Source: an optimization exercise on an open RTL-to-GDS flow (aim: small area and a short achievable clock period). Production flows keep margins and buffers that such runs may drop. In this exercise RTL edits were held to simulation tests only and were not proved equivalent to the original. No activity file was given, so power comes from the tool's default toggle rates.

--- flow/design.v ---
package dmem_pkg;
  localparam int DMEM_DATA_W  = 8;
  localparam int DMEM_MAX_LAT = 15;
  typedef enum logic [1:0] {IDLE, BUSY, DONE} dmem_state_t;
endpackage
module dmem_ram
#(
  parameter int ADDR_W = 8
) (
  input  logic                   clk,
  input  logic [2**ADDR_W/4-1:0] clr_n_i,    
  input  logic [2**ADDR_W/4-1:0] set_n_i,    
  input  logic [dmem_pkg::DMEM_DATA_W-1:0] wdata_n_i,   
  output logic [2**ADDR_W/2*dmem_pkg::DMEM_DATA_W-1:0] taps_o
);
  localparam int DW    = dmem_pkg::DMEM_DATA_W;
  localparam int RINGS = 2**ADDR_W / 4;
  for (genvar k = 0; k < RINGS; k++) begin : g_ring
    dmem_ring u_ring (
      .clk      (clk),
      .clr_n_i  (clr_n_i[k]),
      .set_n_i  (set_n_i[k]),
      .wdata_n_i(wdata_n_i),
      .tap0_o   (taps_o[(2*k+0)*DW +: DW]),
      .tap2_o   (taps_o[(2*k+1)*DW +: DW])
    );
  end
endmodule
module dmem_ring (
  input  logic                   clk,
  input  logic                   clr_n_i,
  input  logic                   set_n_i,
  input  logic [dmem_pkg::DMEM_DATA_W-1:0] wdata_n_i,
  output logic [dmem_pkg::DMEM_DATA_W-1:0] tap0_o,
  output logic [dmem_pkg::DMEM_DATA_W-1:0] tap2_o
);
  logic [dmem_pkg::DMEM_DATA_W-1:0] p0_q, p1_q, p2_q, p3_q;
  always_ff @(posedge clk) begin
    p0_q <= p1_q;
    p1_q <= p2_q;
    p2_q <= ~(({dmem_pkg::DMEM_DATA_W{set_n_i}} | wdata_n_i) & p3_q);
    p3_q <= ~(p0_q & {dmem_pkg::DMEM_DATA_W{clr_n_i}});
  end
  assign tap0_o = p0_q;
  assign tap2_o = p2_q;
endmodule
module data_mem_ctrl
#(
  parameter int ADDR_W  = 8,
  parameter int LATENCY = 2
) (
  input  logic                   CLK,
  input  logic                   Reset,
  input  logic                   MemReq,
  input  logic                   MemWrite,
  input  logic [ADDR_W-1:0]      Addr,
  input  logic [dmem_pkg::DMEM_DATA_W-1:0] DataIn,
  output logic [dmem_pkg::DMEM_DATA_W-1:0] DataMemOut,
  output logic                   MemBusy,
  output logic                   MemDone
);
  localparam int DW    = dmem_pkg::DMEM_DATA_W;
  localparam int RINGS = 2**ADDR_W / 4;       
  localparam int NTAP  = 2**ADDR_W / 2;       
  localparam int NA    = 3;                   
  localparam int NB    = 4;                   
  if (LATENCY != 2) begin : g_lat_check
    $error("data_mem_ctrl: this implementation supports LATENCY = 2 only");
  end
  logic          busy_q, s0_q, s1_q, done_q;
  logic          busy_out_q;     
  logic          accept;
  logic          write_q;
  logic [ADDR_W-1:0] addr_q;
  logic [DW-1:0] wdata_q;
  logic [DW-1:0] dout_q;
  logic [1:0]    phase_q;
  logic [1:0]    phase_nx;       
  logic          wb_valid_q;
  logic [ADDR_W-1:0] wb_addr_q;
  logic [DW-1:0] wb_data_q;
  logic [NTAP*DW-1:0] taps;      
  assign accept   = ~busy_q & MemReq;
  assign phase_nx = phase_q + 2'd1;
  always_ff @(posedge CLK) begin
    if (Reset) begin
      busy_q     <= 1'b0;
      busy_out_q <= 1'b0;
      s0_q       <= 1'b0;
      s1_q       <= 1'b0;
      done_q     <= 1'b0;
    end else begin
      busy_q     <= accept | s0_q | s1_q;
      busy_out_q <= (MemReq & ~busy_out_q) | s0_q | s1_q;    
      s0_q       <= accept;
      s1_q       <= s0_q;
      done_q     <= s1_q;
    end
  end
  always_ff @(posedge CLK) begin
    if (accept) begin
      write_q <= MemWrite;
      addr_q  <= Addr;
      wdata_q <= DataIn;
    end
  end
  always_ff @(posedge CLK) begin
    phase_q <= phase_nx;
  end
  logic          commit_w;       
  logic          wbv_nx;         
  logic [ADDR_W-1:0] wba_nx;     
  logic          clr_a_nx, clr_b_nx;
  logic [ADDR_W-3:0] clr_ring_nx;
  logic [7:0]    clr_hi_q, clr_lo_q, clr_hi, set_hi_q, set_lo_q;
  logic          clr_a_q;        
  logic          set_q;          
  logic [RINGS-1:0] clr_n, set_n;
  assign commit_w    = s1_q & write_q & ~Reset;
  assign wbv_nx      = commit_w | (wb_valid_q & ~set_q);
  assign wba_nx      = commit_w ? addr_q : wb_addr_q;
  assign clr_a_nx    = s0_q & write_q & ~Reset & (addr_q[1:0] == phase_nx);
  assign clr_b_nx    = wbv_nx & (wba_nx[1:0] == phase_nx);
  assign clr_ring_nx = clr_a_nx ? addr_q[ADDR_W-1:2] : wba_nx[ADDR_W-1:2];
  always_ff @(posedge CLK) begin
    for (int x = 0; x < 8; x++) begin
      clr_hi_q[x] <= (clr_a_nx | clr_b_nx) & (clr_ring_nx[5:3] == 3'(x));
      clr_lo_q[x] <= (clr_ring_nx[2:0] == 3'(x));
    end
    clr_a_q  <= clr_a_nx;
    set_hi_q <= clr_hi;
    set_lo_q <= clr_lo_q;
    set_q    <= |clr_hi;
  end
  assign clr_hi = clr_hi_q & {8{~(clr_a_q & Reset)}};
  always_comb begin
    for (int k = 0; k < RINGS; k++) begin
      clr_n[k] = ~(clr_hi[k/8] & clr_lo_q[k%8]);
      set_n[k] = ~(set_hi_q[k/8] & set_lo_q[k%8]);
    end
  end
  always_ff @(posedge CLK) begin
    if (commit_w) begin
      wb_valid_q <= 1'b1;
      wb_addr_q  <= addr_q;
      wb_data_q  <= wdata_q;
    end else if (set_q) begin
      wb_valid_q <= 1'b0;
    end
  end
  dmem_ram #(.ADDR_W(ADDR_W)) u_ram (
    .clk      (CLK),
    .clr_n_i  (clr_n),
    .set_n_i  (set_n),
    .wdata_n_i(~wb_data_q),
    .taps_o   (taps)
  );
  logic [ADDR_W-1:0] la_nx;      
  logic [2**NA-1:0]  pa_q;
  logic [2**NB-1:0]  pb_q;
  logic [NTAP-1:0]   sline;      
  logic [DW-1:0]     rd_now;     
  logic [DW-1:0]     part_q;     
  logic              late;       
  logic              fwd;        
  logic              ld1;        
  assign la_nx = busy_q ? addr_q : Addr;
  always_ff @(posedge CLK) begin
    for (int i = 0; i < 2**NA; i++) pa_q[i] <= (la_nx[7:5] == NA'(i));
    for (int i = 0; i < 2**NB; i++) pb_q[i] <= ({la_nx[4:2], la_nx[1] ^ phase_nx[1]} == NB'(i));
  end
  always_comb begin
    for (int i = 0; i < NTAP; i++) sline[i] = pa_q[i / 2**NB] & pb_q[i % 2**NB];
  end
  logic [DW-1:0]     rd_lo, rd_hi;  
  for (genvar b = 0; b < DW; b++) begin : g_bit
    logic [NTAP-1:0] d;
    for (genvar i = 0; i < NTAP; i++) begin : g_tap
      assign d[i] = taps[i*DW + b];
    end
    dmem_rd_or64 u_lo (.sel_i(sline[NTAP/2-1:0]),    .d_i(d[NTAP/2-1:0]),    .y_o(rd_lo[b]));
    dmem_rd_or64 u_hi (.sel_i(sline[NTAP-1:NTAP/2]), .d_i(d[NTAP-1:NTAP/2]), .y_o(rd_hi[b]));
  end
  assign rd_now = rd_lo | rd_hi;
  always_ff @(posedge CLK) begin
    part_q <= rd_now;
  end
  assign late = addr_q[0] ^ phase_q[0];
  assign fwd  = wb_valid_q & (wb_addr_q == addr_q);
  assign ld1  = s1_q & ~write_q;
  logic          take_now;       
  logic [DW-1:0] dout_other;     
  assign take_now   = ~Reset & ld1 & ~fwd & ~late;
  assign dout_other = Reset ? '0
                    : ~ld1  ? dout_q
                    : fwd   ? wb_data_q
                    : late  ? part_q
                    :         '0;
  for (genvar b = 0; b < DW; b++) begin : g_dout
    logic d;
    dmem_a221o u_sel (.a1(rd_lo[b]), .a2(take_now), .b1(rd_hi[b]), .b2(take_now), .c1(dout_other[b]), .x(d));
    always_ff @(posedge CLK) dout_q[b] <= d;
  end
  assign DataMemOut = dout_q;
  assign MemBusy    = busy_out_q;
  assign MemDone    = done_q;
endmodule
module dmem_rd_or64 (
  input  logic [63:0] sel_i,
  input  logic [63:0] d_i,
  output logic        y_o
);
  logic [7:0] o;      
  logic [3:0] o_n;    
  for (genvar i = 0; i < 8; i++) begin : g_or8
    dmem_rd_or8 u_or8 (.sel_i(sel_i[8*i +: 8]), .d_i(d_i[8*i +: 8]), .y_o(o[i]));
  end
  for (genvar i = 0; i < 4; i++) begin : g_nor
    dmem_nor2 u_nor (.a(o[2*i]), .b(o[2*i+1]), .y(o_n[i]));
  end
  dmem_nand4 u_nand (.a(o_n[0]), .b(o_n[1]), .c(o_n[2]), .d(o_n[3]), .y(y_o));
endmodule
module dmem_nor2 (
  input  logic a, b,
  output logic y
);
  assign y = ~(a | b);
endmodule
module dmem_nand4 (
  input  logic a, b, c, d,
  output logic y
);
  assign y = ~(a & b & c & d);
endmodule
module dmem_a221o (
  input  logic a1, a2, b1, b2, c1,
  output logic x
);
  assign x = (a1 & a2) | (b1 & b2) | c1;
endmodule
module dmem_rd_or8 (
  input  logic [7:0] sel_i,
  input  logic [7:0] d_i,
  output logic       y_o
);
  assign y_o = |(sel_i & d_i);
endmodule
--- flow/flow/run.sh ---
#!/bin/bash
# Own flow: the standard synthesis unchanged, then the standard layout steps
# with the delay cells (dlygate*, clkdlybuf*) added to the don't-use list so
# that the resizer does not pick them as port or signal buffers.
set -euo pipefail
PLATFORM_DONT_USE="sky130_fd_sc_hd__probe_p_8 sky130_fd_sc_hd__probec_p_8 sky130_fd_sc_hd__lpflow_bleeder_1 sky130_fd_sc_hd__lpflow_clkbufkapwr_1 sky130_fd_sc_hd__lpflow_clkbufkapwr_16 sky130_fd_sc_hd__lpflow_clkbufkapwr_2 sky130_fd_sc_hd__lpflow_clkbufkapwr_4 sky130_fd_sc_hd__lpflow_clkbufkapwr_8 sky130_fd_sc_hd__lpflow_clkinvkapwr_1 sky130_fd_sc_hd__lpflow_clkinvkapwr_16 sky130_fd_sc_hd__lpflow_clkinvkapwr_2 sky130_fd_sc_hd__lpflow_clkinvkapwr_4 sky130_fd_sc_hd__lpflow_clkinvkapwr_8 sky130_fd_sc_hd__lpflow_decapkapwr_12 sky130_fd_sc_hd__lpflow_decapkapwr_3 sky130_fd_sc_hd__lpflow_decapkapwr_4 sky130_fd_sc_hd__lpflow_decapkapwr_6 sky130_fd_sc_hd__lpflow_decapkapwr_8 sky130_fd_sc_hd__lpflow_inputiso0n_1 sky130_fd_sc_hd__lpflow_inputiso0p_1 sky130_fd_sc_hd__lpflow_inputiso1n_1 sky130_fd_sc_hd__lpflow_inputiso1p_1 sky130_fd_sc_hd__lpflow_inputisolatch_1 sky130_fd_sc_hd__lpflow_isobufsrc_1 sky130_fd_sc_hd__lpflow_isobufsrc_16 sky130_fd_sc_hd__lpflow_isobufsrc_2 sky130_fd_sc_hd__lpflow_isobufsrc_4 sky130_fd_sc_hd__lpflow_isobufsrc_8 sky130_fd_sc_hd__lpflow_isobufsrckapwr_16 sky130_fd_sc_hd__lpflow_lsbuf_lh_hl_isowell_tap_1 sky130_fd_sc_hd__lpflow_lsbuf_lh_hl_isowell_tap_2 sky130_fd_sc_hd__lpflow_lsbuf_lh_hl_isowell_tap_4 sky130_fd_sc_hd__lpflow_lsbuf_lh_isowell_4 sky130_fd_sc_hd__lpflow_lsbuf_lh_isowell_tap_1 sky130_fd_sc_hd__lpflow_lsbuf_lh_isowell_tap_2 sky130_fd_sc_hd__lpflow_lsbuf_lh_isowell_tap_4 "
EXTRA_DONT_USE="sky130_fd_sc_hd__dlygate4sd1_1 sky130_fd_sc_hd__dlygate4sd2_1 sky130_fd_sc_hd__dlygate4sd3_1 sky130_fd_sc_hd__dlymetal6s2s_1 sky130_fd_sc_hd__dlymetal6s4s_1 sky130_fd_sc_hd__dlymetal6s6s_1 sky130_fd_sc_hd__clkdlybuf4s15_1 sky130_fd_sc_hd__clkdlybuf4s15_2 sky130_fd_sc_hd__clkdlybuf4s18_1 sky130_fd_sc_hd__clkdlybuf4s18_2 sky130_fd_sc_hd__clkdlybuf4s25_1 sky130_fd_sc_hd__clkdlybuf4s25_2 sky130_fd_sc_hd__clkdlybuf4s50_1 sky130_fd_sc_hd__clkdlybuf4s50_2"
bash standard.sh synth > synth.log 2>&1
bash standard.sh "DONT_USE_CELLS=$PLATFORM_DONT_USE $EXTRA_DONT_USE" finish > layout.log 2>&1
--- flow/standard.sh ---
#!/bin/bash
# synth_recipe.tcl (not shown) runs the flow's synth.tcl, then flattens the netlist and writes it again
# the make line also repeats each setting of config.mk as NAME=value (left out here)
make -C /OpenROAD-flow-scripts/flow DESIGN_CONFIG=/design/flow/config.mk WORK_HOME=/design/flow/orfs CLKGATE_MAP_FILE= SYNTH_SCRIPT=/design/flow/synth_recipe.tcl "${@:-finish}"
--- flow/config.mk ---
export PLATFORM = sky130hd
export DESIGN_NAME = data_mem_ctrl
export DESIGN_NICKNAME = data_mem_ctrl
export VERILOG_FILES = /design/flow/design.v
export SDC_FILE = /design/flow/constraint.sdc
export NUM_CORES = 4
export LEC_CHECK = 0
export CAP_MARGIN = 20
export CORE_MARGIN = 2
export CORE_UTILIZATION = 75
export CTS_CLUSTER_DIAMETER = 60
export CTS_CLUSTER_SIZE = 30
export PLACE_DENSITY = 0.75
export SETUP_SLACK_MARGIN = 1.7
export SLEW_MARGIN = 20
export SYNTH_HIERARCHICAL = 1
export SYNTH_MINIMUM_KEEP_SIZE = 0
--- flow/constraint.sdc ---
create_clock -name core_clock -period 4.0 [get_ports {CLK}]
set_input_delay 0.8000 -clock core_clock [delete_from_list [all_inputs] [get_ports {CLK}]]
set_output_delay 0.8000 -clock core_clock [all_outputs]
set_load 0.01 [all_outputs]
==> results.rst, run 1 <==
.. list-table::
   :header-rows: 1

   * - Metric
     - Value
   * - Run status
     - timing/DRC/antenna clean
   * - Clock insertion delay at the later pin of the skew report
     - 700 ps
   * - Min cycle time layout
     - 2380 ps
   * - Clock transition at the registers of the reported paths
     - 110 ps
   * - Global routing usage summed across all routing layers
     - 0.368
   * - Placer congestion estimate
     - 0.964
   * - Cell area after technology mapping
     - 56,200 sq um
   * - Unrepaired setup endpoints after global routing
     - yes
   * - Number of synthesized register bits
     - 2,163
   * - Proportion of layout cells with a drive suffix above 1
     - 0.0683
   * - Mean post-synth cell area
     - 12.5 sq um
   * - Post-Syn Nets
     - 4,522
   * - Endpoint kind of the worst setup timing path
     - register
   * - Area of the die
     - 77,100 sq um
   * - Reg-to-reg setup timing slack
     - 1620 ps
   * - Crit Path Class
     - reg -> reg
   * - Aggregate global routing overflow
     - 0
   * - Setup TNS
     - 0 ps
   * - Residual antenna-violating net count after detailed routing
     - 0
   * - CTS HTree Levels
     - 3
   * - Highest achievable clock rate
     - 421 MHz
   * - Final hold violation count
     - 0
   * - Die height
     - 278 um
   * - Number of nets in the layout
     - 4,569
   * - Initial antenna violation count
     - 20
   * - Max rail drop VDD
     - 0.518 mV
   * - Root Buffer
     - sky130_fd_sc_hd__clkbuf_16
   * - TritonCTS clock tree
     - done
   * - Worst slew margin
     - 0.0800
   * - CP Max Fanout
     - 8
   * - Post-Route WL
     - 144,000 um
   * - Dominant synthesized flop cell
     - sky130_fd_sc_hd__dfxtp_1
   * - Width of the chip
     - 278 um
   * - Post-place setup slack
     - 665 ps
   * - IO Port Bufs
     - 29
   * - Clk sink count
     - 2,163
   * - Via Count
     - 35,300
   * - Routed len/inst
     - 25.8 um
   * - Hold buffer count at CTS
     - 0
   * - DRC viols
     - 0
   * - Signed area change from the synthesized netlist to the final layout
     - 7.91%
   * - Post-route non-filler standard cell count
     - 5,591
   * - Placeable core region
     - 74,300 sq um
   * - Pwr dens
     - 565 nW/um^2
   * - Number of buffers on the longest clock path
     - 3
   * - HPWL reported at the end of detailed placement
     - 90,600 um
   * - Routed via count divided by cell count
     - 6.32
   * - Final critical-path share of the clock period
     - 0.594
   * - Kind of start point of the critical path
     - register
   * - Detailed Route Iter0 Violations
     - 4,437
   * - Fraction of the yosys area taken by sequential cells
     - 0.775
   * - Tightest Pin Transition
     - 1380 ps
   * - Area after DPL
     - 57,100 sq um
   * - Util after Layout
     - 0.816
   * - YS warnings
     - 8
   * - Detailed Routing Iterations Pass 1
     - 9
   * - Class of the worst hold path
     - in -> reg
   * - Arrival time reported for the critical path endpoint
     - 2960 ps
   * - Skew final
     - 34.0 ps
   * - Number of standard-cell rows in the floorplan
     - 100
   * - Post-placement cell count
     - 5,402
   * - Number of flops mapped to enable cells by yosys
     - 25
   * - Global-route wire length before repair
     - 211,000 um
   * - Fraction of registers with async set/reset
     - 0
   * - Pleak
     - 22.3 nW
   * - Max-Cap Viols
     - 0
   * - Via count of the first global-routing pass
     - 34,100
   * - Setup-violating endpoint count in the final report
     - 0
   * - Distinct cell type count after synthesis
     - 46
   * - CTS buffer count
     - 93
   * - Ports placed on the boundary
     - 30
   * - Data required time at the worst endpoint
     - 4580 ps
   * - Starting utilization of the core area
     - 0.756
   * - Setup WS post-layout
     - 1620 ps
   * - Pin count of the biggest net entering global routing
     - 42
   * - Final max-slew violation count
     - 0
   * - Final instance area
     - 60,600 sq um
   * - Post-synthesis cell count
     - 4,502
-- routing by layer --
| metal | GRT usage | part of all wire |
|---|---|---|
| met3 | 0.0804 | 0.10 |
| met4 | 0.196 | 0.055 |
| met5 | 0 | 0.00046 |
| met2 | 0.545 | 0.44 |
| met1 | 0.511 | 0.40 |
-- sequential cells by signal, indices dropped and copies added (netlist names), 16 cells and up --
register                  count
u_ram.g_ring.u_ring.p2_q    512
u_ram.g_ring.u_ring.p1_q    512
u_ram.g_ring.u_ring.p0_q    512
pb_q                         16
u_ram.g_ring.u_ring.p3_q    512
-- final cells by class --
cell class,count,area [sq um]
Antenna cell,25,62.6
Fill cell,4314,13700
Tap cell,969,1210
Inverter,18,78.8
Clock inverter,42,534
Sequential cell,2163,43600
Clock buffer,101,2420
Multi-Input combinational cell,2205,12400
Timing Repair Buffer,68,324
-- cells by family after synthesis --
group	count (synthesis)	synth area share
buffers and inverters	134	0.0105
DFF	2163	0.775
muxes	8	0.00147
and+or+nand+nor	1114	0.0900
AOI/OAI and AO/OA	1070	0.121
xor gates and xnor gates	13	0.00227
-- Yosys stat by module, one instance, submodules excluded, a selection --
module	cells inside	flip-flops and latches	times used	area (sq um)
dmem_ring	49	32	64	716
dmem_nand4	1	0	16	6.26
dmem_a221o	1	0	8	10.0
data_mem_ctrl	638	115	1	5320
dmem_nor2	1	0	64	3.75
dmem_rd_or8	5	0	128	36.3
-- cell usage after synthesis (2+ instances only) --
cell	instances	area share
sky130_fd_sc_hd__or2_2	8	0.00089
sky130_fd_sc_hd__o21ai_0	262	0.023
sky130_fd_sc_hd__o21ai_1	256	0.023
sky130_fd_sc_hd__nor3b_1	6	0.00080
sky130_fd_sc_hd__and2_1	136	0.015
sky130_fd_sc_hd__mux2i_1	6	0.0011
sky130_fd_sc_hd__a31oi_1	10	0.0011
sky130_fd_sc_hd__a21oi_1	5	0.00045
sky130_fd_sc_hd__edfxtp_1	25	0.013
sky130_fd_sc_hd__nor4_1	3	0.00033
sky130_fd_sc_hd__nand2b_1	5	0.00056
sky130_fd_sc_hd__clkbuf_1	36	0.0024
sky130_fd_sc_hd__a32oi_1	2	0.00031
sky130_fd_sc_hd__buf_1	11	0.00073
sky130_fd_sc_hd__inv_1	17	0.0011
sky130_fd_sc_hd__xnor2_1	8	0.0012
sky130_fd_sc_hd__nor2b_1	5	0.00056
sky130_fd_sc_hd__a22oi_1	512	0.068
sky130_fd_sc_hd__a221o_1	8	0.0014
sky130_fd_sc_hd__nor2_1	114	0.0076
sky130_fd_sc_hd__nor3_1	5	0.00045
sky130_fd_sc_hd__mux2_2	2	0.00040
sky130_fd_sc_hd__and3_1	2	0.00022
sky130_fd_sc_hd__a311oi_1	8	0.0012
sky130_fd_sc_hd__and4bb_2	2	0.00045
sky130_fd_sc_hd__nand4_1	145	0.016
sky130_fd_sc_hd__dfxtp_1	2138	0.76
sky130_fd_sc_hd__xor2_1	4	0.00062
sky130_fd_sc_hd__nand2_1	668	0.045
sky130_fd_sc_hd__buf_2	69	0.0061
sky130_fd_sc_hd__nand3b_1	9	0.0012
-- report_power, final --
group	internal, mW	switching [mW]	leakage, nW
clock network	4.78	6.66	1.44
logic	0.137	0.265	3.39
registers	21.8	0.560	17.5
-- final timing paths --
kind / from / endpoint / cells after the start
setup / recovery: pb_q[13]$_DFF_P_ / dout_q[1]$_DFF_P_ / 6
hold / removal: DataIn[0] / wdata_q[0]$_DFFE_PP_ / 1
setup reg to reg: pb_q[13]$_DFF_P_ / dout_q[1]$_DFF_P_ / 6
hold reg to reg: u_ram.g_ring[1].u_ring.p1_q[7]$_DFF_P_ / u_ram.g_ring[1].u_ring.p0_q[7]$_DFF_P_ / 0
-- cells in the final DEF (no fill, tap or decap), types with 5 or more instances in the layout --
master,netlist,layout
sky130_fd_sc_hd__edfxtp_1,25,25
sky130_fd_sc_hd__buf_2,69,15
sky130_fd_sc_hd__a31oi_1,10,10
sky130_fd_sc_hd__clkinv_4,0,5
sky130_fd_sc_hd__buf_1,11,43
sky130_fd_sc_hd__nand3b_1,9,9
sky130_fd_sc_hd__inv_6,0,9
sky130_fd_sc_hd__nand2_1,668,668
sky130_fd_sc_hd__nand4_1,145,145
sky130_fd_sc_hd__inv_8,0,9
sky130_fd_sc_hd__and2_2,0,44
sky130_fd_sc_hd__nor2_1,114,79
sky130_fd_sc_hd__and2_1,136,89
sky130_fd_sc_hd__a22oi_2,0,12
sky130_fd_sc_hd__nor2_2,0,22
sky130_fd_sc_hd__dfxtp_4,0,17
sky130_fd_sc_hd__o21ai_1,256,256
sky130_fd_sc_hd__nor3_1,5,5
sky130_fd_sc_hd__inv_1,17,9
sky130_fd_sc_hd__a21oi_1,5,5
sky130_fd_sc_hd__o21ai_0,262,262
sky130_fd_sc_hd__nor3b_1,6,6
sky130_fd_sc_hd__nor2_4,0,13
sky130_fd_sc_hd__diode_2,0,25
sky130_fd_sc_hd__nor2b_1,5,5
sky130_fd_sc_hd__dfxtp_1,2138,2111
sky130_fd_sc_hd__clkbuf_16,0,95
sky130_fd_sc_hd__dfxtp_2,0,10
sky130_fd_sc_hd__nand2b_1,5,5
sky130_fd_sc_hd__a221o_1,8,8
sky130_fd_sc_hd__buf_4,0,5
sky130_fd_sc_hd__or2_2,8,8
sky130_fd_sc_hd__clkinv_2,0,8
sky130_fd_sc_hd__a22oi_1,512,500
sky130_fd_sc_hd__clkinv_8,0,10
sky130_fd_sc_hd__a311oi_1,8,8
sky130_fd_sc_hd__xnor2_1,8,8
-- repair_timing --
item	CTS	global route
setup buffers	4	17
pin swaps	6	25
cloned	0	0
endpoints found under the setup margin	24	86
gates resized for setup	111	52
-- per-stage QoR --
step	hold slack [ps]	power, mW
after detailed placement	312	23.2
after global placement	310	23.2
after CTS	251	34.2
final	272	34.2
after global routing	276	35.0
after floorplan	310	22.8
-- worst max-delay path, cell delays in order, from the launching register on --
cell                      delay [ps]
sky130_fd_sc_hd__dfxtp_4         450
sky130_fd_sc_hd__and2_2          300
sky130_fd_sc_hd__a22oi_1         300
sky130_fd_sc_hd__nand4_1         270
sky130_fd_sc_hd__nor2_2          250
sky130_fd_sc_hd__nand4_1         260
sky130_fd_sc_hd__a221o_1         410
==> run 2: changes to the inputs <==
--- a/flow/config.mk
+++ b/flow/config.mk
@@ -7,3 +7,3 @@
 export LEC_CHECK = 0
-export CAP_MARGIN = 20
+export CAP_MARGIN = 50
 export CORE_MARGIN = 2
@@ -14,3 +14,3 @@
 export SETUP_SLACK_MARGIN = 1.7
-export SLEW_MARGIN = 20
+export SLEW_MARGIN = 70
 export SYNTH_HIERARCHICAL = 1
==> results.rst, run 2 <==
.. list-table::
   :header-rows: 1

   * - Metric
     - Value
   * - Root Buffer
     - sky130_fd_sc_hd__clkbuf_16
   * - Routed len/inst
     - 26.4 um (+2.1%)
   * - Post-Route WL
     - 147,000 um (+2.2%)
   * - Skew final
     - 41.8 ps (+7.80 ps)
   * - Ports placed on the boundary
     - 30 (unchanged)
   * - Detailed Route Iter0 Violations
     - 4,517 (+1.8%)
   * - Max-Cap Viols
     - 0 (unchanged)
   * - Layout fillers
     - 4,306 (-0.19%)
   * - Residual antenna-violating net count after detailed routing
     - 0 (unchanged)
   * - YS warnings
     - 8 (unchanged)
   * - Arrival time reported for the critical path endpoint
     - 2910 ps (-50 ps)
   * - Slowest Stage Delay on Critical Path
     - 470 ps (+20 ps)
   * - Width of the chip
     - 278 um (unchanged)
   * - Chain of cells forming the critical path
     - and2_1 > a22oi_1 > nand4_1 > nor2_4 > nand4_1 > a221o_1
   * - IO Port Bufs
     - 29 (unchanged)
   * - TritonCTS clock tree
     - done
   * - Crit-path slowest cell
     - sky130_fd_sc_hd__dfxtp_4
   * - Proportion of layout cells with a drive suffix above 1
     - 0.0813 (+0.0130)
   * - Endpoint kind of the worst setup timing path
     - register
   * - Final hold violation count
     - 0 (unchanged)
   * - Number of synthesized register bits
     - 2,163 (unchanged)
   * - Hold buffer count at CTS
     - 0 (unchanged)
   * - Via Count
     - 35,600 (+0.76%)
   * - Run status
     - timing/DRC/antenna clean
   * - Data required time at the worst endpoint
     - 4580 ps (about the same)
   * - Crit Path Class
     - reg -> reg
   * - Clock insertion delay at the later pin of the skew report
     - 700 ps (about the same)
   * - Cell with the most instances after synthesis
     - sky130_fd_sc_hd__dfxtp_1
   * - Routed via count divided by cell count
     - 6.37 (+0.69%)
   * - Die height
     - 278 um (unchanged)
   * - Aggregate global routing overflow
     - 0 (unchanged)
   * - Post-route total power
     - 34.6 mW (+0.91%)
   * - DRC viols
     - 0 (unchanged)
   * - Global routing usage summed across all routing layers
     - 0.374 (+0.00668)
   * - Final critical-path share of the clock period
     - 0.584 (-0.0105)
   * - Area of the die
     - 77,100 sq um (unchanged)
   * - Util after Layout
     - 0.821 (+0.00554)
   * - HPWL reported at the end of detailed placement
     - 91,200 um (+0.66%)
   * - Signed area change from the synthesized netlist to the final layout
     - 8.65%
   * - Unrepaired setup endpoints after global routing
     - yes
   * - Portion of synthesized cell area occupied by the leading cell type
     - 0.762 (unchanged)
   * - Synth top cells by count
     - sky130_fd_sc_hd__dfxtp_1, sky130_fd_sc_hd__nand2_1, sky130_fd_sc_hd__a22oi_1
   * - Kind of start point of the critical path
     - register
   * - Post-synthesis cell count
     - 4,502 (unchanged)
   * - Setup-violating endpoint count in the final report
     - 0 (unchanged)
   * - Placer congestion estimate
     - 0.964 (unchanged)
   * - Library cell appearing most often on the critical path
     - sky130_fd_sc_hd__nand4_1
   * - Min cycle time layout
     - 2330 ps (-42.1 ps)
   * - Global-route wire length before repair
     - 214,000 um (+1.7%)
   * - Placeable core region
     - 74,300 sq um (unchanged)
   * - Setup TNS
     - 0 ps (unchanged)
   * - Dominant synthesized flop cell
     - sky130_fd_sc_hd__dfxtp_1
   * - Class of the worst hold path
     - in -> reg
   * - Pleak
     - 22.4 nW (+0.48%)
   * - Worst hold path startpoint
     - DataIn[0]
   * - Clk sink count
     - 2,163 (unchanged)
   * - Max rail drop VDD
     - 0.562 mV (+8.4%)
   * - Buffers & Inverters on Critical Path
     - 0 (unchanged)
   * - Number of nets in the layout
     - 4,566 (-0.066%)
   * - Fraction of the yosys area taken by sequential cells
     - 0.775 (unchanged)
   * - Clock transition at the registers of the reported paths
     - 110 ps (about the same)
   * - Via count of the first global-routing pass
     - 34,600 (+1.3%)
   * - Fraction of registers with async set/reset
     - 0 (unchanged)
   * - RR Startpoint
     - pb_q[7]$_DFF_P_
   * - CTS HTree Levels
     - 3 (unchanged)
   * - Worst slew margin
     - 0.688 (+0.608)
   * - Post-placement cell count
     - 5,405 (+0.056%)
   * - Pin count of the biggest net entering global routing
     - 42 (unchanged)
   * - Number of standard-cell rows in the floorplan
     - 100 (unchanged)
   * - Final max-slew violation count
     - 0 (unchanged)
   * - Most frequent standard cell in the layout excluding fill and tap cells
     - sky130_fd_sc_hd__dfxtp_1
   * - Dominant cells by area after synthesis
     - sky130_fd_sc_hd__dfxtp_1, sky130_fd_sc_hd__a22oi_1, sky130_fd_sc_hd__nand2_1
   * - Initial antenna violation count
     - 17 (-15%)
   * - Setup crit start
     - pb_q[7]$_DFF_P_
   * - Pwr dens
     - 566 nW/um^2 (+0.23%)
   * - Post-route non-filler standard cell count
     - 5,595 (+0.072%)
   * - Cell area after technology mapping
     - 56,200 sq um (unchanged)
   * - Distinct cell type count after synthesis
     - 46 (unchanged)
   * - Mean post-synth cell area
     - 12.5 sq um (unchanged)
   * - Commonest non-fill, non-tap cells in the layout
     - sky130_fd_sc_hd__dfxtp_1, sky130_fd_sc_hd__nand2_1, sky130_fd_sc_hd__a22oi_1
   * - Post-Syn Nets
     - 4,522 (unchanged)
   * - Tightest Pin Transition
     - 468 ps (-910 ps)
   * - Library cell occupying the most area in the post-synthesis netlist
     - sky130_fd_sc_hd__dfxtp_1
   * - Number of buffers on the longest clock path
     - 3 (unchanged)
   * - Detailed Routing Iterations Pass 1
     - 6 (-3)
   * - CP Max Fanout
     - 9 (+1)
   * - Delay-heaviest family, CP
     - simple AND/OR/NAND/NOR gates
   * - Setup WS post-layout
     - 1670 ps (+42.1 ps)
   * - Highest achievable clock rate
     - 428 MHz (+1.8%)
   * - Number of flops mapped to enable cells by yosys
     - 25 (unchanged)
   * - Starting utilization of the core area
     - 0.756 (unchanged)
   * - CTS buffer count
     - 95 (+2.2%)
   * - Post-place setup slack
     - 1030 ps (+369 ps)
run 2: layer usage:
metal / up-vias / wire length [um] / GRT usage
li1: 15700 / - / -
met1: 17500 / 59000 / 0.517
met2: 1962 / 66100 / 0.570
met3: 434 / 14700 / 0.0730
met4: 10 / 7530 / 0.190
met5: - / 69 / 0
run 2: kinds of logic after synthesis:
group | Yosys count | share of synthesized area
XOR/XNOR | 13 | 0.00227
multiplexers | 8 | 0.00147
AND/OR/NAND/NOR | 1114 | 0.0900
flip-flops | 2163 | 0.775
AO/OA/AOI/OAI | 1070 | 0.121
buffers and inverters | 134 | 0.0105
run 2: final cells by class:
cell class,instances,area (sq um),share of cell area
sequential,2163,43700,0.716
multi-input combinational,2205,12500,0.206
clock buffer,105,2470,0.0404
tap,969,1210,0.0199
clock inverter,48,623,0.0102
timing repair buffer,63,328,0.00537
inverter,18,120,0.00197
antenna,24,60.1,0.000984
run 2: timing repair:
item,in CTS,in global routing
cloned,0,0
pin swaps,2,31
buffers inserted,1,10
setup endpoints to repair,19,19
resized for setup,56,73
endpoints found under the hold margin,0,0
run 2: per-stage QoR:
stage / cell area, sq um / hold WS [ps]
final: 61000 / 266
after detailed placement: 57400 / 312
after global routing: 61000 / 256
after floorplan: 56200 / 310
after global placement: 57100 / 310
after CTS: 60600 / 244
run 2: Yosys stat by module, one instance, submodules excluded, excerpt:
module	flip-flops and latches	times used
data_mem_ctrl	115	1
dmem_ring	32	64
dmem_rd_or8	0	128
dmem_nand4	0	16
dmem_nor2	0	64
dmem_a221o	0	8
run 2: final timing paths:
path / slack, ps / depth (start not counted) / end
worst max-delay path: 1670 / 6 / dout_q[5]$_DFF_P_
worst max register to register: 1670 / 6 / dout_q[5]$_DFF_P_
worst min-delay path: 270 / 1 / wdata_q[0]$_DFFE_PP_
worst min register to register: 310 / 0 / u_ram.g_ring[38].u_ring.p0_q[5]$_DFF_P_
run 2: report_power, final:
| group | switching, mW | internal (mW) | total [mW] |
|---|---|---|---|
| registers | 0.568 | 21.9 | 22.4 |
| logic | 0.268 | 0.142 | 0.410 |
| clock network | 6.85 | 4.86 | 11.7 |
| total | 7.69 | 26.9 | 34.6 |
==> run 3: changes to the inputs <==
--- a/flow/design.v
+++ b/flow/design.v
@@ -64,4 +64,2 @@
   localparam int NTAP  = 2**ADDR_W / 2;       
-  localparam int NA    = 3;                   
-  localparam int NB    = 4;                   
   if (LATENCY != 2) begin : g_lat_check
@@ -158,5 +156,5 @@
   logic [ADDR_W-1:0] la_nx;      
-  logic [2**NA-1:0]  pa_q;
-  logic [2**NB-1:0]  pb_q;
-  logic [NTAP-1:0]   sline;      
+  logic              lt_nx;      
+  logic [NTAP-1:0]   sline_q;    
+  logic [NTAP-1:0]   sline;
   logic [DW-1:0]     rd_now;     
@@ -167,9 +165,7 @@
   assign la_nx = busy_q ? addr_q : Addr;
-  always_ff @(posedge CLK) begin
-    for (int i = 0; i < 2**NA; i++) pa_q[i] <= (la_nx[7:5] == NA'(i));
-    for (int i = 0; i < 2**NB; i++) pb_q[i] <= ({la_nx[4:2], la_nx[1] ^ phase_nx[1]} == NB'(i));
-  end
-  always_comb begin
-    for (int i = 0; i < NTAP; i++) sline[i] = pa_q[i / 2**NB] & pb_q[i % 2**NB];
-  end
+  assign lt_nx = la_nx[1] ^ phase_nx[1];
+  always_ff @(posedge CLK) begin
+    for (int i = 0; i < NTAP; i++) sline_q[i] <= ({la_nx[ADDR_W-1:2], lt_nx} == (ADDR_W-1)'(i));
+  end
+  assign sline = sline_q;
   logic [DW-1:0]     rd_lo, rd_hi;  
--- a/flow/config.mk
+++ b/flow/config.mk
@@ -7,10 +7,9 @@
 export LEC_CHECK = 0
-export CAP_MARGIN = 50
+export CAP_MARGIN = 20
 export CORE_MARGIN = 2
-export CORE_UTILIZATION = 75
+export CORE_UTILIZATION = 65
 export CTS_CLUSTER_DIAMETER = 60
 export CTS_CLUSTER_SIZE = 30
-export PLACE_DENSITY = 0.75
 export SETUP_SLACK_MARGIN = 1.7
-export SLEW_MARGIN = 70
+export SLEW_MARGIN = 20
 export SYNTH_HIERARCHICAL = 1
==> results.rst, run 3 <==
.. list-table::
   :header-rows: 1

   * - Metric
     - Value
   * - Library cell occupying the most area in the post-synthesis netlist
     - sky130_fd_sc_hd__dfxtp_1
   * - Post-Syn Nets
     - 4,632 (+2.4%)
   * - Fraction of registers with async set/reset
     - 0 (unchanged)
   * - Placeable core region
     - 88,400 sq um (+19%)
   * - Placer congestion estimate
     - 0.880 (-8.6%)
   * - Setup TNS
     - 0 ps (unchanged)
   * - Worst hold path depth
     - 1 (unchanged)
   * - CP Max Fanout
     - 19 (+10)
   * - Hold buffer count at CTS
     - 0 (unchanged)
   * - CTS HTree Levels
     - 3 (unchanged)
   * - Detailed Routing Iterations Pass 1
     - 6 (unchanged)
   * - Fraction of the yosys area taken by sequential cells
     - 0.787 (+0.0114)
   * - Clk sink count
     - 2,267 (+4.8%)
   * - Unrepaired setup endpoints after global routing
     - yes
   * - Number of nets in the layout
     - 4,692 (+2.8%)
   * - Number of synthesized register bits
     - 2,267 (+4.8%)
   * - Area of the die
     - 91,700 sq um (+19%)
   * - Kind of start point of the critical path
     - register
   * - Die height
     - 303 um (+9.0%)
   * - Worst Reg2Reg Path Length in Cells
     - 5 (-1)
   * - Setup-violating endpoint count in the final report
     - 0 (unchanged)
   * - Global routing usage summed across all routing layers
     - 0.321 (-0.0534)
   * - Final max-slew violation count
     - 0 (unchanged)
   * - Worst slew margin
     - 0.177 (-0.511)
   * - Util after Layout
     - 0.719 (-0.103)
   * - Run status
     - timing/DRC/antenna clean
   * - Dominant synthesized flop cell
     - sky130_fd_sc_hd__dfxtp_1
   * - Skew final
     - 25.6 ps (-16.1 ps)
   * - Top layer in use
     - met5
   * - Proportion of layout cells with a drive suffix above 1
     - 0.0593 (-0.0220)
   * - Clock transition at the registers of the reported paths
     - 100 ps (about the same)
   * - Class of the worst hold path
     - in -> reg
   * - Highest achievable clock rate
     - 419 MHz (-2.1%)
   * - CTS buffer count
     - 117 (+23%)
   * - Global-route wire length before repair
     - 216,000 um (+0.72%)
   * - Tightest Pin Transition
     - 1230 ps (+765 ps)
   * - Arrival time reported for the critical path endpoint
     - 3040 ps (+130 ps)
   * - Number of buffers on the longest clock path
     - 3 (unchanged)
   * - Most frequent standard cell in the layout excluding fill and tap cells
     - sky130_fd_sc_hd__dfxtp_1
   * - Clock insertion delay at the later pin of the skew report
     - 750 ps (+50 ps)
   * - Met3 WL
     - 10,400 um (-29%)
   * - Final hold violation count
     - 0 (unchanged)
   * - YS warnings
     - 8 (unchanged)
   * - Final critical-path share of the clock period
     - 0.596 (+0.0123)
   * - Number of standard-cell rows in the floorplan
     - 109 (+9.0%)
   * - Max-Cap Viols
     - 0 (unchanged)
   * - Distinct cell type count after synthesis
     - 41 (-11%)
   * - Routed len/inst
     - 24.9 um (-5.4%)
   * - Post-route met1 wirelength
     - 67,200 um (+14%)
   * - Signed area change from the synthesized netlist to the final layout
     - 9.48%
   * - Detailed Route Iter0 Violations
     - 3,497 (-23%)
   * - Synth top cells by count
     - sky130_fd_sc_hd__dfxtp_1, sky130_fd_sc_hd__nand2_1, sky130_fd_sc_hd__a22oi_1
   * - TritonCTS clock tree
     - done
   * - Portion of synthesized cell area occupied by the leading cell type
     - 0.774 (+0.0118)
   * - Commonest non-fill, non-tap cells in the layout
     - sky130_fd_sc_hd__dfxtp_1, sky130_fd_sc_hd__nand2_1, sky130_fd_sc_hd__a22oi_1
   * - HPWL reported at the end of detailed placement
     - 96,500 um (+5.8%)
   * - Via count of the first global-routing pass
     - 33,500 (-3.2%)
   * - Routed via count divided by cell count
     - 5.87 (-7.7%)
   * - Post-synthesis cell count
     - 4,612 (+2.4%)
   * - Crit Path Class
     - reg -> reg
   * - Cell area after technology mapping
     - 58,000 sq um (+3.3%)
   * - Aggregate global routing overflow
     - 0 (unchanged)
   * - Max rail drop VDD
     - 0.555 mV (-1.1%)
   * - Starting utilization of the core area
     - 0.656 (-0.0995)
   * - Met2 layer wire length in the routed design
     - 64,100 um (-3.1%)
   * - Cell with the most instances after synthesis
     - sky130_fd_sc_hd__dfxtp_1
   * - Data required time at the worst endpoint
     - 4660 ps (+80 ps)
   * - IO Port Bufs
     - 29 (unchanged)
   * - Post-Route WL
     - 148,000 um (+0.39%)
   * - Pwr dens
     - 607 nW/um^2 (+7.2%)
   * - Dominant cells by area after synthesis
     - sky130_fd_sc_hd__dfxtp_1, sky130_fd_sc_hd__a22oi_1, sky130_fd_sc_hd__nand2_1
   * - Mean post-synth cell area
     - 12.6 sq um (+0.80%)
   * - DRC viols
     - 0 (unchanged)
   * - Width of the chip
     - 303 um (+9.0%)
   * - Initial antenna violation count
     - 10 (-7)
   * - Via Count
     - 34,900 (-2.1%)
   * - Number of flops mapped to enable cells by yosys
     - 25 (unchanged)
   * - Pin count of the biggest net entering global routing
     - 43 (+2.4%)
   * - Root Buffer
     - sky130_fd_sc_hd__clkbuf_16
   * - Ports placed on the boundary
     - 30 (unchanged)
   * - Pleak
     - 23.4 nW (+4.4%)
   * - Min cycle time layout
     - 2380 ps (+49.1 ps)
   * - Endpoint kind of the worst setup timing path
     - register
   * - Residual antenna-violating net count after detailed routing
     - 0 (unchanged)
run 3: power breakdown:
group          leakage, nW  switching [mW]  total, mW  internal [mW]
Sequential            18.5           0.612       23.7           23.1
Clock                 2.07            8.01       14.3           6.25
Combinational         2.88           0.362      0.533          0.171
Total                 23.4            8.98       38.5           29.6
run 3: layout make-up:
cell class | instances | area [sq um]
inverter | 17 | 73.8
clock buffer | 126 | 3040
clock inverter | 94 | 1220
timing repair buffer | 61 | 283
fill | 6190 | 24900
multi-input combinational | 2208 | 11800
sequential | 2267 | 45600
tap | 1165 | 1460
antenna | 1 | 2.50
run 3: cells by family (layout without fill, tap and decap cells):
kind of cell	count (synthesis)	after routing	synth area share
other cells	0	1	0
buf+inv	137	298	0.0108
flops	2267	2267	0.787
xor+xnor	13	13	0.00196
mux	16	16	0.00291
simple gates	1113	1113	0.0817
compound gates	1066	1066	0.116
run 3: final timing paths:
check | from | end | slack (ps)
max reg2reg | busy_q$_SDFF_PP0_ | sline_q[43]$_DFF_P_ | 1620
min | DataIn[1] | wdata_q[1]$_DFFE_PP_ | 220
max | busy_q$_SDFF_PP0_ | sline_q[43]$_DFF_P_ | 1620
min reg2reg | u_ram.g_ring[52].u_ring.p1_q[7]$_DFF_P_ | u_ram.g_ring[52].u_ring.p0_q[7]$_DFF_P_ | 320
run 3: Yosys stat by module, one instance, submodules excluded, a selection:
module	flops+latches	cell area [sq um]
dmem_a221o	0	10.0
data_mem_ctrl	219	7150
dmem_nand4	0	6.26
dmem_nor2	0	3.75
dmem_rd_or8	0	36.3
dmem_ring	32	716
run 3: stage by stage:
step / cells / setup slack, ps / cell area, sq um / hold WS [ps] / power, mW
5_1_grt: 5939 / 1520 / 63500 / 192 / 39.5
4_1_cts: 5936 / 1700 / 63500 / 194 / 38.6
3_3_place_gp: 5712 / 1470 / 59200 / 310 / 24.7
6_report: 5939 / 1620 / 63500 / 220 / 38.5
2_1_floorplan: 4612 / 1790 / 58000 / 310 / 24.2
3_5_place_dp: 5713 / 1410 / 59200 / 312 / 24.7
run 3: critical path, cell delays in order, from the launching register on:
cell and delay (ps):
sky130_fd_sc_hd__dfxtp_2 600, sky130_fd_sc_hd__mux2i_1 360, sky130_fd_sc_hd__xor2_1 140, sky130_fd_sc_hd__nor2_1 250
sky130_fd_sc_hd__nand2_1 640, sky130_fd_sc_hd__nor2_1 310
run 3: repair_timing:
item                       in CTS  in global routing
pin swaps                       1                  2
buffers inserted                3                  2
gates resized for setup         7                  8
setup endpoints to repair      44                 37
run 3: layer usage:
metal  GRT usage  vias to the layer above
met4       0.126                       14
met3      0.0558                      297
met1       0.465                    17200
li1            -                    16100
met2       0.484                     1265
met5           0                        -
==> run 4: changes to the inputs <==
--- a/flow/config.mk
+++ b/flow/config.mk
@@ -7,9 +7,10 @@
 export LEC_CHECK = 0
-export CAP_MARGIN = 20
+export CAP_MARGIN = 50
 export CORE_MARGIN = 2
-export CORE_UTILIZATION = 65
+export CORE_UTILIZATION = 82
 export CTS_CLUSTER_DIAMETER = 60
 export CTS_CLUSTER_SIZE = 30
+export PLACE_DENSITY = 0.82
 export SETUP_SLACK_MARGIN = 1.7
-export SLEW_MARGIN = 20
+export SLEW_MARGIN = 70
 export SYNTH_HIERARCHICAL = 1
==> results.rst, run 4 <==
.. list-table::
   :header-rows: 1

   * - Metric
     - Value
   * - Run status
     - timing/DRC/antenna clean
   * - Aggregate global routing overflow
     - 0 (unchanged)
   * - Clk sink count
     - 2,267 (unchanged)
   * - CP Max Fanout
     - 8 (-11)
   * - Most frequent standard cell in the layout excluding fill and tap cells
     - sky130_fd_sc_hd__dfxtp_1
   * - Endpoint kind of the worst setup timing path
     - register
   * - Dominant cells by area after synthesis
     - sky130_fd_sc_hd__dfxtp_1, sky130_fd_sc_hd__a22oi_1, sky130_fd_sc_hd__nand2_1
   * - Hold buffer count at CTS
     - 0 (unchanged)
   * - Number of synthesized register bits
     - 2,267 (unchanged)
   * - Delay-heaviest family, CP
     - simple AND/OR/NAND/NOR gates
   * - Met1 usage
     - 0.558 (+0.0926)
   * - Via count of the first global-routing pass
     - 36,600 (+9.4%)
   * - Layout fillers
     - 2,946 (-52%)
   * - Mux contribution to synthesized area
     - 0.00291 (unchanged)
   * - Residual antenna-violating net count after detailed routing
     - 0 (unchanged)
   * - CTS HTree Levels
     - 3 (unchanged)
   * - Slowest Stage Delay on Critical Path
     - 460 ps (-180 ps)
   * - Commonest non-fill, non-tap cells in the layout
     - sky130_fd_sc_hd__dfxtp_1, sky130_fd_sc_hd__nand2_1, sky130_fd_sc_hd__a22oi_1
   * - Final critical-path share of the clock period
     - 0.584 (-0.0119)
   * - Number of standard-cell rows in the floorplan
     - 97 (-11%)
   * - Area after DPL
     - 59,100 sq um (about the same)
   * - Max rail drop VDD
     - 0.563 mV (+1.4%)
   * - Area of the die
     - 72,900 sq um (-20%)
   * - Buffers & Inverters on Critical Path
     - 0 (unchanged)
   * - Portion of synthesized cell area occupied by the leading cell type
     - 0.774 (unchanged)
   * - Placeable core region
     - 70,000 sq um (-21%)
   * - Detailed Routing Iterations Pass 1
     - 6 (unchanged)
   * - Fraction of the yosys area taken by sequential cells
     - 0.787 (unchanged)
   * - Min cycle time layout
     - 2340 ps (-47.5 ps)
   * - Library cell occupying the most area in the post-synthesis netlist
     - sky130_fd_sc_hd__dfxtp_1
   * - Area share of xor/xnor cells in the synthesized design
     - 0.00196 (unchanged)
   * - Distinct cell type count after synthesis
     - 41 (unchanged)
   * - Cell area after technology mapping
     - 58,000 sq um (unchanged)
   * - Post-Route WL
     - 155,000 um (+4.4%)
   * - Clock transition at the registers of the reported paths
     - 110 ps (about the same)
   * - Placer congestion estimate
     - 0.972 (+10%)
   * - Root Buffer
     - sky130_fd_sc_hd__clkbuf_16
   * - Crit-path slowest cell
     - sky130_fd_sc_hd__a221o_1
   * - M3 GR Usage
     - 0.0938 (+0.0380)
   * - Die height
     - 270 um (-11%)
   * - Reg-to-reg setup timing slack
     - 1660 ps (+50 ps)
   * - Post-Syn Nets
     - 4,632 (unchanged)
   * - Pin count of the biggest net entering global routing
     - 41 (-4.7%)
   * - Final instance area
     - 62,000 sq um (-2.5%)
   * - Crit Reg-Reg Endpoint
     - dout_q[4]$_DFF_P_
   * - Library cell appearing most often on the critical path
     - sky130_fd_sc_hd__nand4_1
   * - Routed len/inst
     - 27.5 um (+10%)
   * - Share of the synthesized area in compound gates (AO/OA/AOI/OAI)
     - 0.116 (unchanged)
   * - HPWL reported at the end of detailed placement
     - 97,500 um (+0.99%)
   * - Tightest Pin Transition
     - 489 ps (-744 ps)
   * - Worst Reg2Reg Path Length in Cells
     - 5 (unchanged)
   * - Signed area change from the synthesized netlist to the final layout
     - 6.79%
   * - Number of nets in the layout
     - 4,667 (-0.53%)
   * - Pwr dens
     - 573 nW/um^2 (-5.6%)
   * - Fraction of registers with async set/reset
     - 0 (unchanged)
   * - Routed via count divided by cell count
     - 6.65 (+13%)
   * - Pleak
     - 22.8 nW (-2.8%)
   * - Post-place setup slack
     - 1670 ps (+256 ps)
   * - Crit Path Class
     - reg -> reg
   * - Global routing usage summed across all routing layers
     - 0.416 (+0.0945)
   * - Ports placed on the boundary
     - 30 (unchanged)
   * - Width of the chip
     - 270 um (-11%)
   * - IO Port Bufs
     - 29 (unchanged)
   * - CTS buffer count
     - 90 (-23%)
   * - Synth top cells by count
     - sky130_fd_sc_hd__dfxtp_1, sky130_fd_sc_hd__nand2_1, sky130_fd_sc_hd__a22oi_1
   * - Setup WS post-layout
     - 1660 ps (+47.5 ps)
   * - YS warnings
     - 8 (unchanged)
   * - Setup-violating endpoint count in the final report
     - 0 (unchanged)
   * - Highest achievable clock rate
     - 428 MHz (+2.0%)
   * - Initial antenna violation count
     - 9 (-1)
   * - Util after Layout
     - 0.885 (+0.166)
   * - Worst slew margin
     - 0.674 (+0.497)
   * - Data required time at the worst endpoint
     - 4580 ps (-80 ps)
   * - Dominant synthesized flop cell
     - sky130_fd_sc_hd__dfxtp_1
   * - Number of buffers on the longest clock path
     - 3 (unchanged)
   * - DRC viols
     - 0 (unchanged)
   * - Arrival time reported for the critical path endpoint
     - 2910 ps (-130 ps)
   * - Clock insertion delay at the later pin of the skew report
     - 700 ps (-50 ps)
   * - Kind of start point of the critical path
     - register
   * - Global-route wire length before repair
     - 227,000 um (+5.0%)
   * - Worst slack on hold paths
     - 323 ps (+104 ps)
   * - Max-Cap Viols
     - 0 (unchanged)
   * - Dominant combinational cell family by area after synthesis
     - compound AO/OA/AOI/OAI gates
   * - Endpoint of the worst hold path
     - u_ram.g_ring[10].u_ring.p0_q[4]$_DFF_P_
   * - Adder and majority gate portion of the synthesized area
     - 0 (unchanged)
   * - Worst hold path depth
     - 0 (-1)
   * - Via Count
     - 37,400 (+7.3%)
   * - Skew final
     - 29.2 ps (+3.56 ps)
   * - TritonCTS clock tree
     - done
   * - Unrepaired setup endpoints after global routing
     - yes
   * - Mean post-synth cell area
     - 12.6 sq um (unchanged)
   * - Detailed Route Iter0 Violations
     - 5,646 (+61%)
   * - Final max-slew violation count
     - 0 (unchanged)
   * - RR Startpoint
     - sline_q[34]$_DFF_P_
   * - Setup TNS
     - 0 ps (unchanged)
   * - Worst hold path startpoint
     - u_ram.g_ring[10].u_ring.p1_q[4]$_DFF_P_
   * - Starting utilization of the core area
     - 0.828 (+0.172)
   * - Proportion of layout cells with a drive suffix above 1
     - 0.0624 (+0.00310)
   * - Number of flops mapped to enable cells by yosys
     - 25 (unchanged)
   * - Cell with the most instances after synthesis
     - sky130_fd_sc_hd__dfxtp_1
   * - Chain of cells forming the critical path
     - a22oi_1 > nand4_1 > nor2_2 > nand4_1 > a221o_1
   * - Simple-gate area share of the yosys netlist
     - 0.0817 (unchanged)
   * - Class of the worst hold path
     - reg -> reg
   * - Most Crowded Layer GR
     - met2
   * - Met2 layer usage reported by global route
     - 0.634 (+0.150)
   * - Post-synthesis cell count
     - 4,612 (unchanged)
   * - Final hold violation count
     - 0 (unchanged)
-- run 4: cell counts after synthesis --
Identical to the previous run, type by type.
-- run 4: stage by stage --
step	total power, mW	std cells
2_1_floorplan	24.2	4612
3_3_place_gp	24.6	5477
3_5_place_dp	24.7	5482
4_1_cts	35.3	5608
5_1_grt	36.2	5623
6_report	35.5	5628
-- run 4: worst max path at each step --
stage | start | to | cells after the start
floorplan | addr_q[0]$_DFFE_PP_ | dout_q[0]$_DFF_P_ | 5
global placement | addr_q[2]$_DFFE_PP_ | dout_q[1]$_DFF_P_ | 6
detailed placement | Addr[1] | sline_q[20]$_DFF_P_ | 6
CTS | sline_q[34]$_DFF_P_ | dout_q[4]$_DFF_P_ | 5
global route | addr_q[4]$_DFFE_PP_ | dout_q[3]$_DFF_P_ | 9
finish | sline_q[34]$_DFF_P_ | dout_q[4]$_DFF_P_ | 5
-- run 4: logic make-up (layout without fill, tap and decap cells) --
group / Yosys count / after routing
mux: 16 / 16
buf+inv: 137 / 205
xor+xnor: 13 / 13
flops: 2267 / 2267
simple gates: 1113 / 1113
compound gates: 1066 / 1066
other cells: 0 / 8
-- run 4: repair_timing --
action	4_1_cts	5_1_grt
setup buffers	1	12
endpoints found under the setup margin	1	10
gates resized for setup	0	8
pin swaps	0	1
-- run 4: cell type report --
cell class | count | area, sq um | share of cell area
Clock buffer | 104 | 2380 | 0.0384
Multi-Input combinational cell | 2208 | 11900 | 0.192
Tap cell | 940 | 1180 | 0.0190
Sequential cell | 2267 | 45800 | 0.739
Inverter | 17 | 121 | 0.00196
Timing Repair Buffer | 63 | 317 | 0.00511
Antenna cell | 8 | 20.0 | 0.000323
Clock inverter | 21 | 263 | 0.00424
-- run 4: modules after synthesis (local to each module, per instance), excerpt --
module | copies in the design | cell area [sq um] | cells inside
dmem_a221o | 8 | 10.0 | 1
dmem_ring | 64 | 716 | 49
dmem_nand4 | 16 | 6.26 | 1
dmem_rd_or8 | 128 | 36.3 | 5
dmem_nor2 | 64 | 3.75 | 1
data_mem_ctrl | 1 | 7150 | 748
-- run 4: metal layers --
metal | part of all wire | vias to the layer above | routed length (um)
met4 | 0.062 | 4 | 9590
li1 | - | 16000 | -
met3 | 0.11 | 519 | 17500
met2 | 0.45 | 2543 | 69300
met1 | 0.38 | 18400 | 58200
met5 | 0.00014 | - | 22
-- run 4: power breakdown --
group / switching [mW] / internal (mW)
sequential: 0.646 / 23.2
combinational: 0.350 / 0.178
clock: 6.66 / 4.50
==> run 5: changes to the inputs <==
--- a/flow/config.mk
+++ b/flow/config.mk
@@ -9,6 +9,6 @@
 export CORE_MARGIN = 2
-export CORE_UTILIZATION = 82
+export CORE_UTILIZATION = 75
 export CTS_CLUSTER_DIAMETER = 60
 export CTS_CLUSTER_SIZE = 30
-export PLACE_DENSITY = 0.82
+export PLACE_DENSITY = 0.75
 export SETUP_SLACK_MARGIN = 1.7
==> results.rst, run 5 <==
.. list-table::
   :header-rows: 1

   * - Metric
     - Value
   * - Distinct cell type count after synthesis
     - 41 (unchanged)
   * - Synth top cells by count
     - sky130_fd_sc_hd__dfxtp_1, sky130_fd_sc_hd__nand2_1, sky130_fd_sc_hd__a22oi_1
   * - Die height
     - 282 um (+4.5%)
   * - DRC viols
     - 0 (unchanged)
   * - Highest achievable clock rate
     - 447 MHz (+4.5%)
   * - Cell with the most instances after synthesis
     - sky130_fd_sc_hd__dfxtp_1
   * - Setup-violating endpoint count in the final report
     - 0 (unchanged)
   * - Setup TNS
     - 0 ps (unchanged)
   * - Ports placed on the boundary
     - 30 (unchanged)
   * - Max rail drop VDD
     - 0.465 mV (-17%)
   * - Number of standard-cell rows in the floorplan
     - 101 (+4.1%)
   * - Clock transition at the registers of the reported paths
     - 110 ps (about the same)
   * - Setup WS post-layout
     - 1760 ps (+99.6 ps)
   * - Mean post-synth cell area
     - 12.6 sq um (unchanged)
   * - Pin count of the biggest net entering global routing
     - 39 (-4.9%)
   * - Skew final
     - 27.0 ps (-2.17 ps)
   * - Post-place setup slack
     - 1610 ps (-63.8 ps)
   * - Dominant synthesized flop cell
     - sky130_fd_sc_hd__dfxtp_1
   * - CTS HTree Levels
     - 3 (unchanged)
   * - Detailed Route Iter0 Violations
     - 4,332 (-23%)
   * - Root Buffer
     - sky130_fd_sc_hd__clkbuf_16
   * - Routed len/inst
     - 25.2 um (-8.3%)
   * - Initial antenna violation count
     - 4 (-5)
   * - Pwr dens
     - 583 nW/um^2 (+1.8%)
   * - Commonest non-fill, non-tap cells in the layout
     - sky130_fd_sc_hd__dfxtp_1, sky130_fd_sc_hd__nand2_1, sky130_fd_sc_hd__a22oi_1
   * - Reg-to-reg setup timing slack
     - 1770 ps (+110 ps)
   * - IO Port Bufs
     - 29 (unchanged)
   * - Cell area after technology mapping
     - 58,000 sq um (unchanged)
   * - Global routing usage summed across all routing layers
     - 0.362 (-0.0540)
   * - Starting utilization of the core area
     - 0.761 (-0.0671)
   * - Detailed Routing Iterations Pass 1
     - 6 (unchanged)
   * - Placer congestion estimate
     - 0.890 (-8.5%)
   * - Residual antenna-violating net count after detailed routing
     - 0 (unchanged)
   * - Placeable core region
     - 76,200 sq um (+8.8%)
   * - Width of the chip
     - 282 um (+4.5%)
   * - Library cell occupying the most area in the post-synthesis netlist
     - sky130_fd_sc_hd__dfxtp_1
   * - Aggregate global routing overflow
     - 0 (unchanged)
   * - Number of nets in the layout
     - 4,681 (+0.30%)
   * - Via Count
     - 35,400 (-5.3%)
   * - Proportion of layout cells with a drive suffix above 1
     - 0.0607 (-0.00167)
   * - Final hold violation count
     - 0 (unchanged)
   * - Number of buffers on the longest clock path
     - 3 (unchanged)
   * - Area of the die
     - 79,600 sq um (+9.2%)
   * - Signed area change from the synthesized netlist to the final layout
     - 8.18%
   * - Buffers & Inverters on Critical Path
     - 1 (+1)
   * - Global-route wire length before repair
     - 213,000 um (-6.1%)
   * - Final critical-path share of the clock period
     - 0.559 (-0.0249)
   * - YS warnings
     - 8 (unchanged)
   * - Final max-slew violation count
     - 0 (unchanged)
   * - CTS buffer count
     - 100 (+11%)
   * - Number of antenna repair diodes
     - 0 (-8)
   * - Tightest Pin Transition
     - 472 ps (-16.4 ps)
   * - Post-placement cell count
     - 5,574 (+1.7%)
   * - Clk sink count
     - 2,267 (unchanged)
   * - Endpoint kind of the worst setup timing path
     - output port
   * - Clock insertion delay at the later pin of the skew report
     - 700 ps (about the same)
   * - Most frequent standard cell in the layout excluding fill and tap cells
     - sky130_fd_sc_hd__dfxtp_1
   * - Data required time at the worst endpoint
     - 3200 ps (-1380 ps)
   * - Post-Syn Nets
     - 4,632 (unchanged)
   * - Run status
     - timing/DRC/antenna clean
   * - Portion of synthesized cell area occupied by the leading cell type
     - 0.774 (unchanged)
   * - Fraction of registers with async set/reset
     - 0 (unchanged)
   * - Post-Route WL
     - 145,000 um (-6.2%)
   * - Class of the worst hold path
     - reg -> reg
   * - CP Max Fanout
     - 2 (-6)
   * - Fraction of the yosys area taken by sequential cells
     - 0.787 (unchanged)
   * - Max-Cap Viols
     - 0 (unchanged)
   * - Worst slew margin
     - 0.685 (+0.0109)
   * - Number of synthesized register bits
     - 2,267 (unchanged)
   * - Post-route non-filler standard cell count
     - 5,756 (+2.3%)
   * - Crit-path slowest cell
     - sky130_fd_sc_hd__dfxtp_1
   * - Chain of cells forming the critical path
     - buf_1
   * - Via count of the first global-routing pass
     - 34,700 (-5.2%)
   * - Unrepaired setup endpoints after global routing
     - no
   * - Min cycle time layout
     - 2240 ps (-99.6 ps)
   * - Dominant cells by area after synthesis
     - sky130_fd_sc_hd__dfxtp_1, sky130_fd_sc_hd__a22oi_1, sky130_fd_sc_hd__nand2_1
   * - Delay-heaviest family, CP
     - flip-flops
   * - Routed via count divided by cell count
     - 6.16 (-7.4%)
   * - Arrival time reported for the critical path endpoint
     - 1440 ps (-1470 ps)
   * - Slowest Stage Delay on Critical Path
     - 550 ps (+90 ps)
   * - Number of flops mapped to enable cells by yosys
     - 25 (unchanged)
   * - Post-synthesis cell count
     - 4,612 (unchanged)
   * - Kind of start point of the critical path
     - register
   * - HPWL reported at the end of detailed placement
     - 92,500 um (-5.1%)
   * - TritonCTS clock tree
     - done
   * - Crit Path Class
     - reg -> out
   * - Pleak
     - 23.2 nW (+2.0%)
==> run 5: timing repair <==
action,CTS,global route
pin swaps,0,2
hold buffers,0,0
gates resized for setup,0,6
setup buffers,1,14
endpoints found under the setup margin,2,5
==> run 5: final cells by class <==
cell class,count,area (sq um)
clock inverters,49,606
fillers,4257,13400
flip-flops and latches,2267,45700
clock buffers,118,2640
multi-input cells,2208,12000
inverters,17,119
repair buffers,67,360
well taps,1030,1290
==> run 5: metrics by stage <==
step / hold slack (ps) / cell area (sq um) / utilization / total power, mW
finish: 316 / 62800 / 0.824 / 36.6
global route: 326 / 62800 / 0.824 / 37.5
CTS: 318 / 62600 / 0.821 / 36.5
detailed placement: 312 / 59300 / 0.779 / 24.8
global placement: 309 / 59000 / 0.774 / 24.7
floorplan: 310 / 58000 / - / 24.2
==> run 5: layer usage <==
layer / GRT usage / wire length [um]
met5: 0 / 41
met3: 0.0581 / 12000
met2: 0.549 / 64300
met4: 0.174 / 7690
met1: 0.512 / 60900
==> run 5: cell families (layout without fill, tap and decap cells) <==
family / Yosys count / count (layout) / share of synthesized area
xor gates and xnor gates: 13 / 13 / 0.00196
buffers and inverters: 137 / 251 / 0.0108
muxes: 16 / 16 / 0.00291
DFF: 2267 / 2267 / 0.787
and+or+nand+nor: 1113 / 1113 / 0.0817
AOI/OAI and AO/OA: 1066 / 1066 / 0.116
==> run 5: power by group <==
group	total (mW)	leakage, nW	switching (mW)	internal (mW)
Clock	12.2	1.59	7.14	5.10
Combinational	0.590	3.15	0.397	0.193
Sequential	23.7	18.5	0.595	23.2
==> run 5: modules after synthesis (local to each module, per instance), excerpt <==
module / area (sq um) / times used / flops+latches / cells inside
dmem_ring: 716 / 64 / 32 / 49
data_mem_ctrl: 7150 / 1 / 219 / 748
dmem_a221o: 10.0 / 8 / 0 / 1
dmem_rd_or8: 36.3 / 128 / 0 / 5
dmem_nor2: 3.75 / 64 / 0 / 1
dmem_nand4: 6.26 / 16 / 0 / 1
==> run 5: final timing paths <==
path,cells after the start,to,startpoint
setup / recovery,1,DataMemOut[0],dout_q[0]$_DFF_P_
hold / removal,0,u_ram.g_ring[2].u_ring.p0_q[6]$_DFF_P_,u_ram.g_ring[2].u_ring.p1_q[6]$_DFF_P_
setup reg to reg,5,dout_q[1]$_DFF_P_,sline_q[43]$_DFF_P_
hold reg to reg,0,u_ram.g_ring[2].u_ring.p0_q[6]$_DFF_P_,u_ram.g_ring[2].u_ring.p1_q[6]$_DFF_P_

-- separate check: timing with driven ports --
Ports are ideal in the flow. The routed layouts listed here were re-timed in OpenROAD. Step 1, drivers: a clkbuf_16 drives CLK and a buf_2 each remaining input, both assumed. Step 2 moves the port delays by t, midway between the first and last clock arrival at a register: inputs arrive t later, outputs are due t later. That takes back most of the time a late clock gives input paths. a / b / c = ideal ports / drivers / drivers and shift; a / b = the first two.
| run | shift t [ns] | slack for setup (ns) | hold slack, ns |
|---|---|---|---|
| run 1 | 0.748 | 1.623 / 1.623 / 1.061 | 0.272 / 0.275 / 0.315 |
| run 2 | 0.749 | 1.665 / 1.665 / 1.179 | 0.266 / 0.264 / 0.306 |
| run 3 | 0.812 | 1.616 / 1.616 / 1.332 | 0.220 / 0.170 / 0.319 |
| run 4 | 0.758 | 1.664 / 1.664 / 1.615 | 0.323 / 0.304 / 0.323 |
| run 5 | 0.759 | 1.763 / 1.690 / 1.416 | 0.316 / 0.316 / 0.316 |
After both steps every run listed still meets setup and hold. The setup slack of run 1, which loses most, moves by 0.000 ns with the drivers and by -0.562 ns with both steps.
